This design comes from an exercise in tuning for small area, a short achievable clock period and few clock cycles per item on the open sky130 flow, not from production work. No functional check of the RTL was part of any run shown here. Power figures rest on the tool's default switching activity, not on a simulated workload.

**flow/run.sh**
```bash
#!/bin/bash
# synth_recipe.tcl (not shown) runs the flow's synth.tcl, then flattens the netlist and writes it again
# the make line also repeats each setting of config.mk as NAME=value (left out here)
make -C /OpenROAD-flow-scripts/flow DESIGN_CONFIG=/design/flow/config.mk WORK_HOME=/design/flow/orfs CLKGATE_MAP_FILE= SYNTH_SCRIPT=/design/flow/synth_recipe.tcl finish
```
**flow/config.mk**
```make
export PLATFORM = sky130hd
export DESIGN_NAME = euclidean_integer_divider_top
export DESIGN_NICKNAME = euclidean_integer_divider_top
export VERILOG_FILES = /design/flow/design.v
export SDC_FILE = /design/flow/constraint.sdc
export NUM_CORES = 4
export LEC_CHECK = 0
export CAP_MARGIN = 20
export CORE_MARGIN = 2
export CORE_UTILIZATION = 40
export PLACE_DENSITY = 0.6
export SLEW_MARGIN = 20
```
**flow/constraint.sdc**
```tcl
create_clock -name core_clock -period 5.0 [get_ports {clock}]
set_input_delay 1.0000 -clock core_clock [delete_from_list [all_inputs] [get_ports {clock}]]
set_output_delay 1.0000 -clock core_clock [all_outputs]
set_load 0.01 [all_outputs]
```
**flow/design.v**
```verilog
`default_nettype none
package edv_pkg;
   localparam int unsigned DataWidth = 32;
   localparam int unsigned QuoWidth  = DataWidth + 1;
   typedef struct packed {
      logic signed [DataWidth-1:0] dividend;
      logic signed [DataWidth-1:0] divisor;
   } req_type;
   typedef struct packed {
      logic signed [QuoWidth-1:0] quotient;
      logic                       divide_by_zero;
   } rsp_type;
endpackage
`default_nettype wire
`default_nettype none
module edv_add #(
   parameter int N = 31
) (
   input  wire logic [N-1:0] a,
   input  wire logic [N-1:0] b,
   input  wire logic         ci,
   output logic      [N-1:0] s,
   output logic              co
);
   localparam int L = $clog2(N + 1);
   logic [(L+1)*(N+1)-1:0] g;
   logic [(L+1)*(N+1)-1:0] p;
   assign g[0] = ci;
   assign p[0] = 1'b0;
   for (genvar m = 1; m <= N; m++) begin : g_in
      assign g[m] = a[m-1] & b[m-1];
      assign p[m] = a[m-1] ^ b[m-1];
   end
   for (genvar l = 0; l < L; l++) begin : g_lvl
      for (genvar m = 0; m <= N; m++) begin : g_pos
         if (((m >> l) & 1) == 1) begin : g_op
            localparam int J = ((m >> l) << l) - 1;
            assign g[(l+1)*(N+1)+m] = g[l*(N+1)+m] | (p[l*(N+1)+m] & g[l*(N+1)+J]);
            assign p[(l+1)*(N+1)+m] = p[l*(N+1)+m] & p[l*(N+1)+J];
         end else begin : g_cp
            assign g[(l+1)*(N+1)+m] = g[l*(N+1)+m];
            assign p[(l+1)*(N+1)+m] = p[l*(N+1)+m];
         end
      end
   end
   for (genvar m = 0; m < N; m++) begin : g_sum
      assign s[m] = p[m+1] ^ g[L*(N+1)+m];
   end
   assign co = g[L*(N+1)+N];
endmodule
`default_nettype wire
`default_nettype none
module euclidean_integer_divider_top #(
   parameter int NS = 2,                    
   parameter logic [NS*5-1:0] SK = {5'd8, 5'd2}   
) (
   input  wire logic              clock,
   input  wire logic              reset,
   input  wire logic              req_valid,
   output logic                   req_ready,
   input  edv_pkg::req_type       req_data,
   output logic                   rsp_valid,
   input  wire logic              rsp_ready,
   output edv_pkg::rsp_type       rsp_data
);
   logic [30:0] r_q;      
   logic [30:0] qa_q;     
   logic [1:0]  qh_q;     
   logic        dbz_q;
   logic [4:0]  cnt_q;    
   logic        act_q;    
   logic        vld_q;
   wire [31:0] a     = req_data.dividend;
   wire [31:0] b     = req_data.divisor;
   wire        a_neg = a[31];
   wire        b_neg = b[31];
   wire [30:0] amag  = a[30:0] ^ {31{a_neg}};
   wire [30:0] dx    = b[30:0] ^ {31{~b_neg}};
   wire        cin   = ~b_neg;
   wire fix = act_q & (cnt_q == 5'd0);
   wire go  = req_valid & (!vld_q | rsp_ready);
   wire [30:0] x = act_q ? qa_q : amag;
   wire [30:0] t = {r_q[29:0], x[30]};
   wire [30:0] s;
   wire        c31;
   edv_add #(.N(31)) u_sub (.a(t), .b(dx), .ci(cin), .s(s), .co(c31));
   wire        fits = r_q[30] | c31;
   logic [NS-1:0]    sk_ok;
   logic [NS*31-1:0] sk_r;
   logic [NS*31-1:0] sk_qa;
   for (genvar i = 0; i < NS; i++) begin : g_skip
      localparam int K = SK[i*5 +: 5];
      wire [30:0] v = {r_q[30-K:0], x[30:31-K]};
      wire [30:0] unused_s;
      wire        ge;
      edv_add #(.N(31)) u_cmp (.a(v), .b(dx), .ci(cin), .s(unused_s), .co(ge));
      assign sk_ok[i] = !(|r_q[30:31-K]) && !ge && (cnt_q >= 5'(K));
      assign sk_r[i*31 +: 31]  = v;
      assign sk_qa[i*31 +: 31] = {x[30-K:0], {K{1'b0}}};
   end
   logic [30:0] r_next;
   logic [30:0] qa_next;
   logic [4:0]  cnt_next;
   always_comb begin
      r_next   = fits ? s : t;
      qa_next  = {x[29:0], fits};
      cnt_next = cnt_q - 5'd1;
      for (int i = 0; i < NS; i++) begin
         if (sk_ok[i]) begin
            r_next   = sk_r[i*31 +: 31];
            qa_next  = sk_qa[i*31 +: 31];
            cnt_next = cnt_q - SK[i*5 +: 5];
         end
      end
   end
   wire        dbz   = (b == 32'd0);
   wire        q_neg = a_neg ^ b_neg;
   wire [32:0] qx    = {2'b00, qa_q} ^ {33{q_neg}};
   wire [32:0] qf;
   wire        unused_co;
   edv_add #(.N(33)) u_inc (.a(qx), .b(33'd0), .ci(b_neg), .s(qf), .co(unused_co));
   always_ff @(posedge clock) begin
      if (reset || fix || !go) begin
         r_q   <= '0;
         cnt_q <= 5'd31;
      end else begin
         r_q   <= r_next;
         cnt_q <= cnt_next;
      end
   end
   always_ff @(posedge clock) begin
      if (fix) begin
         qa_q  <= dbz ? 31'd0 : qf[30:0];
         qh_q  <= dbz ? 2'd0 : qf[32:31];
         dbz_q <= dbz;
      end else if (go) begin
         qa_q  <= qa_next;
      end
   end
   always_ff @(posedge clock) begin
      if (reset) begin
         act_q <= 1'b0;
         vld_q <= 1'b0;
      end else begin
         act_q <= !fix && (go || act_q);
         vld_q <= fix || (vld_q && !rsp_ready);
      end
   end
   assign req_ready = fix;
   assign rsp_valid = vld_q;
   assign rsp_data  = {qh_q, qa_q, dbz_q};
endmodule
`default_nettype wire
```
==> impl_metrics.tcl, run 1 <==
set metrics [dict create \
    clock_tree.buffer_depth 2 \
    drt-total-wl_um 25700 \
    hold_violations 0 \
    synthCells 1058 \
    firstDrtPassIters 5 \
    synth_area_sq_mm 0.00844 \
    wl_per_cell_um 18.1 \
    numPortBuffers 103 \
    pwr-share-seq_pct 26.3 \
    comb_power_share_pct 60.0 \
    grt_pass1_vias 7728 \
    first_iter_violations 789 \
    r2r_slack_ns 1.31 \
    p_leak_nw 4.18 \
    outcome "no timing/DRC/antenna violations" \
    coreArea_sq_mm 0.0209 \
    grt_start_max_net_pins 57 \
    switching_share_pct 46.1 \
    viasPerCell 5.79 \
    antenna_found_initial 0 \
    maxSlewViolCount 0 \
    cts_tree "built" \
    place_ws_ns 0.164 \
    power_density_mw_per_mm2 487 \
    ys_top_cells_by_area "ha_1 (15%), edfxtp_1 (12%), xnor2_1 (10%)" \
    synthesis.nets 1233 \
    setup_ws_ns 0.440 \
    yosysSeqAreaShare_pct 21.1 \
    ios 104 \
    grtUsageTotal_pct 23.2 \
    fin_tns_setup_ns 0 \
    syn_area_per_cell_sq_um 7.97 \
    worst_pin_slew_ns 0.846 \
    rsz0062_at_grt "no" \
    clk_latency_ns 0.34 \
    critPathMaxFanout 12 \
    start_util_pct 40.4 \
    die_area_sq_mm 0.0223 \
    critPathLaunchType "input pin" \
    layout.nets 1313 \
    switching_power_mw 2.27 \
    ys_async_sr_fraction_pct 0 \
    place_congestion 0.862 \
    grt-ovfl-total 0 \
    diodes 0 \
    ys_types 68 \
    end_kind "flop" \
    hold_buffers 0 \
    drive_gt1_share_pct 5.34 \
    postCtsSetupBuffers 0 \
    htreeDepth 3 \
    internal_power_mw 2.66 \
    finalSetupViolCount 0 \
    crit_required_ns 5.22 \
    fmax_mhz 219 \
    ys.flop_type "dfxtp_1" \
    arrival_ns 4.78 \
    rows 53 \
    cts_resized 0 \
    cts_buffers 9 \
    synth_top_area_cell "ha_1" \
    ys_warn_count 1 \
    vdd_drop_max_mv 0.290 \
    synth_edf_count 34 \
    pwr-share-clk_pct 13.7 \
    cap_violations 0 \
    max_slew_margin_pct 43.4 \
    path_class "input pin to flop" \
    cts_sinks 72 \
    ys_seq_elements 72 \
    grt_pass1_wl_um 41200 \
    cts.clk_slew.worst_paths_ns 0.06 \
    place_hpwl_um 19100 \
    synth_top_area_share_pct 15.3 \
    dieHeight_um 149 \
    hold_path_class "flop to flop" \
    area_growth_syn_to_layout_pct 20.2 \
    finClkSkew_ns 0.00802 \
    cts_root_buffer "clkbuf_16" \
    die_w_um 149 \
    final.min_clock_period_ns 4.56 \
    drcViolationCount 0 \
    finalCritPeriodShare_pct 91.2 \
    num_vias 8217 \
    ant_nets 0 \
]
[worst max-delay path, cell delays in order]
cell and delay [ns]:
clkdlybuf4s50_1 0.44, xnor2_1 0.38, ha_1 0.31, and4_1 0.21
a21oi_1 0.15, a21boi_0 0.16, or4_1 0.58, a221o_2 0.41
inv_1 0.34, nand2_1 0.42, o221ai_1 0.32, a21oi_1 0.06
[layout by cell type, fill, tap and decap left out, types with 6 or more instances in the layout]
cell and instances:
buf_4 20, a31oi_1 6, xnor2_1 97, nand2_1 50, edfxtp_1 34, ha_1 103
o31ai_1 8, clkbuf_16 10, nor3_1 26, and3_1 9, nand4_1 15, dfxtp_1 37
or3_1 8, o21ai_0 31, mux2i_1 34, o211ai_1 8, nor4_1 11, o21a_1 8
inv_1 35, o22ai_1 40, clkdlybuf4s50_1 101, nor2b_1 12, a21o_1 27, nor2_1 124
nand3_1 35, a211oi_1 23, xor2_1 25, a21oi_1 113
[through the flow]
step | cells | hold slack, ns | cell area [sq um] | total power, mW | utilization (%)
floorplan | 1058 | 0.479 | 8440 | 3.24 | -
global placement | 1402 | 0.523 | 9830 | 4.21 | 47.0
detailed placement | 1402 | 0.526 | 9830 | 4.23 | 47.0
CTS | 1418 | 0.536 | 10100 | 4.91 | 48.5
global route | 1418 | 0.586 | 10100 | 5.32 | 48.5
finish | 1418 | 0.536 | 10100 | 4.93 | 48.5
[layout make-up]
| type | instances | area, sq um |
|---|---|---|
| repair buffers | 128 | 1270 |
| clock inverters | 1 | 5.00 |
| clock buffers | 15 | 309 |
| inverters | 37 | 139 |
| fillers | 2068 | 10700 |
| well taps | 275 | 344 |
| flip-flops and latches | 72 | 1780 |
| multi-input cells | 890 | 6290 |
[flip-flops by register name, indices dropped and copies added, names as in the netlist]
| signal | flops |
|---|---|
| qa_q | 31 |
| cnt_q | 5 |
| act_q | 1 |
| qh_q | 2 |
| vld_q | 1 |
| r_q | 31 |
| dbz_q | 1 |
[cells in the mapped netlist, drive strengths merged (28+ instances only)]
cell type  count
nor2         124
a21oi        113
ha           103
xnor2         98
nand2         52
o22ai         40
dfxtp         38
inv           36
nand3         35
edfxtp        34
mux2i         34
clkbuf        33
o21ai         33
nor3          28
[cell families after synthesis]
logic type | after synthesis | synth area share (%)
AOI/OAI and AO/OA | 308 | 23.0
xor gates and xnor gates | 123 | 12.9
adders and majority gates | 108 | 16.3
buffers and inverters | 96 | 4.84
DFF | 72 | 21.1
muxes | 35 | 4.17
and+or+nand+nor | 316 | 17.7
[routing by layer]
metal / vias up / global-route usage, % / wire length [um]
met5: - / 0 / 0
met4: 0 / 6.19 / 353
met3: 25 / 2.51 / 1580
met2: 280 / 36.8 / 11600
met1: 3857 / 33.4 / 12200
li1: 4055 / - / -
[worst paths after layout]
| path | startpoint | to | depth (start not counted) |
|---|---|---|---|
| setup / recovery | req_data[6] | r_q[20] | 12 |
| hold / removal | vld_q | vld_q | 2 |
| setup reg to reg | act_q | r_q[14] | 11 |
| hold reg to reg | vld_q | vld_q | 2 |
[power by group through the flow]
stage	sequential (mW)	combinational [mW]	clock, mW
final	1.30	2.96	0.675
after global routing	1.33	3.29	0.707
after CTS	1.29	2.95	0.681
after detailed placement	1.30	2.93	0
after global placement	1.30	2.91	0
after floorplan	1.19	2.04	0
==> run 2, diff against run 1 <==
--- a/flow/config.mk
+++ b/flow/config.mk
@@ -10,3 +10,4 @@
 export CORE_UTILIZATION = 40
 export PLACE_DENSITY = 0.6
+export SETUP_SLACK_MARGIN = 1.5
 export SLEW_MARGIN = 20
==> impl_metrics.tcl, run 2 <==
set metrics [dict create \
    synthTopCellsByCount "nor2_1 (124), a21oi_1 (113), ha_1 (103)" \
    grt_pass1_wl_um 48100 \
    hold_buffers 0 \
    end_kind "flop" \
    cap_violations 0 \
    whs_ns 0.543 \
    finalCritPeriodShare_pct 78.1 \
    synth.most_common_cell "nor2_1" \
    coreArea_sq_mm 0.0209 \
    rows 53 \
    finalSetupViolCount 0 \
    maxSlewViolCount 0 \
    synth_area_sq_mm 0.00844 \
    cts_tree "built" \
    worst_path_largest_cell_delay_ns 0.59 \
    yosysSeqAreaShare_pct 21.1 \
    final_common_cell "nor2_1" \
    crit_required_ns 5.24 \
    ys_warn_count 1 \
    post-route-cell-area_sq_mm 0.0132 \
    cts_buffers 9 \
    worst_pin_slew_ns 0.851 \
    ant_nets 0 \
    crit_buf_inv 5 \
    ys_seq_elements 72 \
    worstPathCellList "buf_16, buf_12, xnor2_4, ha_4, a21oi_1, nor2b_1, o21ai_1, o21ai_1, or4_4, a221o_4, buf_12, buf_8, nand2_8, buf_4, a211oi_2, nor3_1" \
    final.fill_count 1734 \
    synth_edf_count 34 \
    dieHeight_um 149 \
    ys_types 68 \
    clk_latency_ns 0.35 \
    setup_ws_ns 1.09 \
    worstSetupStartpoint "req_data[31]" \
    num_vias 9250 \
    start_util_pct 40.4 \
    rsz0062_at_grt "yes" \
    synth_top_area_cell "ha_1" \
    drt-total-wl_um 32100 \
    dpl_cell_area_sq_mm 0.0102 \
    place_hpwl_um 19500 \
    place_ws_ns 0.130 \
    r2r-start "act_q" \
    firstDrtPassIters 5 \
    die_area_sq_mm 0.0223 \
    layout.nets 1426 \
    ios 104 \
    seq_area_sq_mm 0.00178 \
    drcViolationCount 0 \
    synthCells 1058 \
    htreeDepth 3 \
    first_iter_violations 888 \
    drive_gt1_share_pct 31.1 \
    hold_path_class "flop to flop" \
    max_slew_margin_pct 43.2 \
    fmax_mhz 256 \
    hold_violations 0 \
    grt_start_max_net_pins 51 \
    die_w_um 149 \
    cts.clk_slew.worst_paths_ns 0.06 \
    cts_sinks 72 \
    cts_root_buffer "clkbuf_16" \
    diodes 0 \
    grt_pass1_vias 8712 \
    place_congestion 0.893 \
    arrival_ns 4.14 \
    critPathLaunchType "input pin" \
    layoutNonFillerInstCount 1531 \
    p_leak_nw 5.33 \
    r2r_slack_ns 1.62 \
    path_class "input pin to flop" \
    area_growth_syn_to_layout_pct 56.5 \
    multi_input_area_sq_mm 0.00786 \
    final.min_clock_period_ns 3.91 \
    antenna_found_initial 0 \
    syn_area_per_cell_sq_um 7.97 \
    ys_top_cells_by_area "ha_1 (15%), edfxtp_1 (12%), xnor2_1 (10%)" \
    numPortBuffers 103 \
    layout_common_cells "nor2_1 (106), ha_1 (75), buf_4 (75)" \
    synth_top_area_share_pct 15.3 \
    critPathMaxFanout 8 \
    outcome "no timing/DRC/antenna violations" \
    fin_tns_setup_ns 0 \
    grt-ovfl-total 0 \
    viasPerCell 6.04 \
    crit_family "simple AND/OR/NAND/NOR gates" \
    slowest_stage "or4_4" \
    hold_path_startpoint "vld_q" \
    ys_async_sr_fraction_pct 0 \
    ys.flop_type "dfxtp_1" \
    reg_top3 "qa_q: 31 flops, r_q: 31 flops, cnt_q: 5 flops" \
    synthesis.nets 1233 \
    grtUsageTotal_pct 27.4 \
    vdd_drop_max_mv 0.341 \
    power_density_mw_per_mm2 518 \
    finClkSkew_ns 0.0106 \
    wl_per_cell_um 20.9 \
    clock_tree.buffer_depth 2 \
    placed_cells 1401 \
]
[run 2: cell counts after synthesis]
No cell type changed its count.
[run 2: cell type report]
| type | count | area share [%] |
|---|---|---|
| Timing Repair Buffer | 238 | 20.6 |
| Multi-Input combinational cell | 892 | 59.5 |
| Tap cell | 275 | 2.61 |
| Clock inverter | 3 | 0.142 |
| Sequential cell | 72 | 13.5 |
| Clock buffer | 13 | 2.29 |
| Timing Repair inverter | 1 | 0.123 |
| Inverter | 37 | 1.17 |
[run 2: path summary, 6_finish.rpt]
path,endpoint,cells after the start
worst max register to register,qa_q[25],14
worst min register to register,vld_q,2
worst max-delay path,r_q[13],16
worst min-delay path,vld_q,2
[run 2: timing repair]
action,in CTS,in global routing
resized for setup,229,86
gates cloned,16,3
buffers inserted,76,19
endpoints found under the setup margin,70,69
pin swaps,99,88
[run 2: metal layers]
metal | GRT usage (%) | wire length (um) | vias up | share of wire [%]
li1 | - | - | 4299 | -
met1 | 37.7 | 13800 | 4437 | 43
met4 | 8.19 | 939 | 0 | 2.9
met5 | 0 | 0 | - | 0
met2 | 44.6 | 15000 | 441 | 47
met3 | 3.94 | 2340 | 73 | 7.3
[run 2: worst reg2reg max path: cells and delay by family, from the launching register on]
family	cells	cell delay, ns
compound gates	7	1.18
fa+ha+maj	1	0.34
buf+inv	4	0.85
flops	1	0.56
simple gates	2	0.30
[run 2: power breakdown]
part | leakage (nW) | total, mW | switching, mW | internal [mW]
Clock | 0.162 | 0.701 | 0.277 | 0.424
Sequential | 0.647 | 1.35 | 0.465 | 0.883
Combinational | 4.52 | 4.79 | 2.34 | 2.45
Total | 5.33 | 6.84 | 3.09 | 3.75
[run 2: per-stage QoR]
stage               utilization, %  power [mW]
global placement              49.1        4.37
finish                        63.2        6.84
CTS                           60.2        6.35
detailed placement            49.1        4.38
floorplan                        -        3.56
global route                  63.2        7.20
[run 2: cells by family (layout without fill, tap and decap cells)]
kind of cell | count (synthesis) | in the layout | synth area share [%]
multiplexers | 35 | 35 | 4.17
buffers and inverters | 96 | 292 | 4.84
AND/OR/NAND/NOR | 316 | 316 | 17.7
XOR/XNOR | 123 | 123 | 12.9
adder cells (fa/ha/maj) | 108 | 108 | 16.3
flip-flops | 72 | 72 | 21.1
AO/OA/AOI/OAI | 308 | 310 | 23.0
==> run 3, diff against run 2 <==
--- a/flow/config.mk
+++ b/flow/config.mk
@@ -10,4 +10,4 @@
 export CORE_UTILIZATION = 40
 export PLACE_DENSITY = 0.6
-export SETUP_SLACK_MARGIN = 1.5
+export SETUP_SLACK_MARGIN = 3.0
 export SLEW_MARGIN = 20
==> impl_metrics.tcl, run 3 <==
set metrics [dict create \
    fmax_mhz 257 \
    area_growth_syn_to_layout_pct 64.9 \
    drt-total-wl_um 34100 \
    layout_common_cells "buf_4 (129), nor2_1 (119), a21oi_1 (87)" \
    use_met2_pct 50.6 \
    vdd_drop_max_mv 0.265 \
    yosysSeqAreaShare_pct 21.1 \
    cts_tree "built" \
    ios 104 \
    critPathMaxFanout 7 \
    worst_pin_slew_ns 0.828 \
    grtUsageTotal_pct 29.9 \
    rows 53 \
    hold_violations 0 \
    synthTopCellsByCount "nor2_1 (124), a21oi_1 (113), ha_1 (103)" \
    num_vias 9696 \
    hold_path_class "flop to flop" \
    r2r-start "r_q[10]" \
    place_hpwl_um 19700 \
    path_class "input pin to flop" \
    met1_usage_pct 39.2 \
    cts_buffers 9 \
    fin_util_pct 66.6 \
    viasPerCell 5.97 \
    fin_tns_setup_ns 0 \
    min_delay_path_depth 2 \
    cap_violations 0 \
    synth_area_sq_mm 0.00844 \
    r2r-end "qa_q[30]" \
    maxSlewViolCount 0 \
    firstDrtPassIters 7 \
    grt_start_max_net_pins 35 \
    ys_seq_elements 72 \
    grt_pass1_wl_um 52400 \
    busiest_layer "met2" \
    cts_root_buffer "clkbuf_16" \
    coreArea_sq_mm 0.0209 \
    die_w_um 149 \
    worst_path_largest_cell_delay_ns 0.55 \
    finalSetupViolCount 0 \
    synthesis.nets 1233 \
    use_met3_pct 4.56 \
    p_leak_nw 5.98 \
    diodes 0 \
    r2r_cells 13 \
    ys_types 68 \
    numPortBuffers 103 \
    dieHeight_um 149 \
    synthCells 1058 \
    finalCritPeriodShare_pct 77.8 \
    synth_top_area_share_pct 15.3 \
    syn_area_per_cell_sq_um 7.97 \
    cts.clk_slew.worst_paths_ns 0.06 \
    critPathLaunchType "input pin" \
    final.fill_count 1578 \
    final_common_cell "buf_4" \
    worst_hold_path.endpoint "cnt_q[2]" \
    drive_gt1_share_pct 36.2 \
    die_area_sq_mm 0.0223 \
    outcome "no timing/DRC/antenna violations" \
    arrival_ns 3.97 \
    crit_required_ns 5.08 \
    drcViolationCount 0 \
    ys.flop_type "dfxtp_1" \
    hold_buffers 0 \
    final.min_clock_period_ns 3.89 \
    ys_top_cells_by_area "ha_1 (15%), edfxtp_1 (12%), xnor2_1 (10%)" \
    wl_per_cell_um 21.0 \
    grt_pass1_vias 9462 \
    ant_nets 0 \
    grt-ovfl-total 0 \
    clk_latency_ns 0.35 \
    r2r_slack_ns 1.54 \
    max_slew_margin_pct 44.8 \
    slowest_stage "or4_4" \
    htreeDepth 3 \
    synth_top_area_cell "ha_1" \
    first_iter_violations 764 \
    rsz0062_at_grt "yes" \
    layout.nets 1518 \
    synth.most_common_cell "nor2_1" \
    cts_sinks 72 \
    place_congestion 0.891 \
    worstPathCellList "dlygate4sd2_1, xnor2_4, ha_1, a21oi_2, nor2b_1, o21ai_1, o21ai_1, or4_4, a221o_2, buf_6, buf_12, buf_12, mux2_4, a21oi_2, o22ai_1" \
    end_kind "flop" \
    synth_edf_count 34 \
    hold_path_startpoint "cnt_q[2]" \
    power_density_mw_per_mm2 532 \
    reg_top3 "qa_q: 31 flops, r_q: 31 flops, cnt_q: 5 flops" \
    antenna_found_initial 0 \
    start_util_pct 40.4 \
    ys_async_sr_fraction_pct 0 \
    ys_warn_count 1 \
    clock_tree.buffer_depth 2 \
    finClkSkew_ns 0.00781 \
]
[run 3: timing repair]
| action | in CTS | in global routing |
|---|---|---|
| hold endpoints to repair | 0 | 0 |
| pin swaps | 114 | 56 |
| resized for setup | 418 | 87 |
| endpoints found under the setup margin | 141 | 111 |
| setup buffers | 161 | 18 |
| gates cloned | 23 | 1 |
[run 3: power breakdown]
| group | leakage (nW) | total [mW] | internal, mW | switching [mW] |
|---|---|---|---|---|
| Clock | 0.148 | 0.668 | 0.393 | 0.275 |
| Sequential | 0.646 | 1.20 | 0.880 | 0.320 |
| Combinational | 5.18 | 5.53 | 2.94 | 2.59 |
| Total | 5.98 | 7.40 | 4.21 | 3.19 |
[run 3: layout make-up]
class,instances,area [sq um],area share (%)
clock inverter,2,10.0,0.0719
timing repair buffer,329,3620,26.0
multi-input combinational,894,7720,55.5
inverter,37,148,1.06
tap,275,344,2.47
sequential,72,1790,12.9
clock buffer,14,285,2.05
[run 3: worst max-delay path: cells and delay by family]
kind,cells,cell delay (ns)
muxes,1,0.30
and+or+nand+nor,2,0.61
adders and majority gates,1,0.20
AOI/OAI and AO/OA,6,0.99
xor gates and xnor gates,1,0.16
buffers and inverters,4,0.70
[run 3: how the worst max path moves through the flow]
| stage | start | to |
|---|---|---|
| 2_1_floorplan | req_data[63] | qa_q[11] |
| 3_3_place_gp | req_data[62] | r_q[28] |
| 3_5_place_dp | req_data[62] | r_q[26] |
| 4_1_cts | req_data[31] | cnt_q[4] |
| 5_1_grt | req_data[11] | cnt_q[4] |
| 6_report | req_data[11] | qa_q[30] |
[run 3: kinds of logic (layout without fill, tap and decap cells)]
| kind of cell | count (synthesis) | in the layout | share of synthesized area (%) |
|---|---|---|---|
| compound gates | 308 | 308 | 23.0 |
| xor+xnor | 123 | 123 | 12.9 |
| fa+ha+maj | 108 | 108 | 16.3 |
| buf+inv | 96 | 382 | 4.84 |
| flops | 72 | 72 | 21.1 |
| mux | 35 | 35 | 4.17 |
| simple gates | 316 | 320 | 17.7 |
[run 3: metrics by stage]
step / power (mW) / hold slack (ns) / cell area [sq um] / setup WS (ns) / instances
2_1_floorplan: 3.57 / 0.488 / 9160 / 1.15 / 1058
3_3_place_gp: 4.38 / 0.524 / 10300 / 0.247 / 1404
3_5_place_dp: 4.40 / 0.522 / 10300 / 0.236 / 1404
4_1_cts: 6.88 / 0.541 / 13400 / 1.27 / 1604
5_1_grt: 7.75 / 0.572 / 13900 / 1.06 / 1623
6_report: 7.40 / 0.556 / 13900 / 1.11 / 1623
[run 3: layer usage]
layer | wire, um | vias to the layer above
li1 | - | 4498
met1 | 14200 | 4633
met2 | 16400 | 465
met3 | 2420 | 100
met4 | 1090 | 0
met5 | 0 | -

what the ideal ports hide:
The flow's constraints put no driver on any port. The routed layouts listed below were extracted and timed again, unchanged, in two steps. Step 1: set_driving_cell puts a clkbuf_16 on clock and a buf_2 on each other input, an assumption about the parent block. Step 2 adds t to the input delays and takes it off the output delays; t is the mean of the earliest and latest rising clock arrival at the registers after step 1. Input paths then give back, and output paths get back, about the clock's delay inside the block. Three values: no drivers, after step 1, after step 2; two values: the first two.
run	t (ns)	slack for setup (ns)	latest minus earliest clock arrival (ns)
run 1	0.379	0.440 / 0.455 / 0.076	0.008 / 0.008
run 2	0.384	1.095 / 1.059 / 0.676	0.010 / 0.011
run 3	0.394	1.109 / 0.990 / 0.596	0.008 / 0.008
After both steps setup and hold are still met in every run listed. For run 3, which loses most, drivers alone change the setup slack by -0.119 ns; drivers and shift together by -0.513 ns.
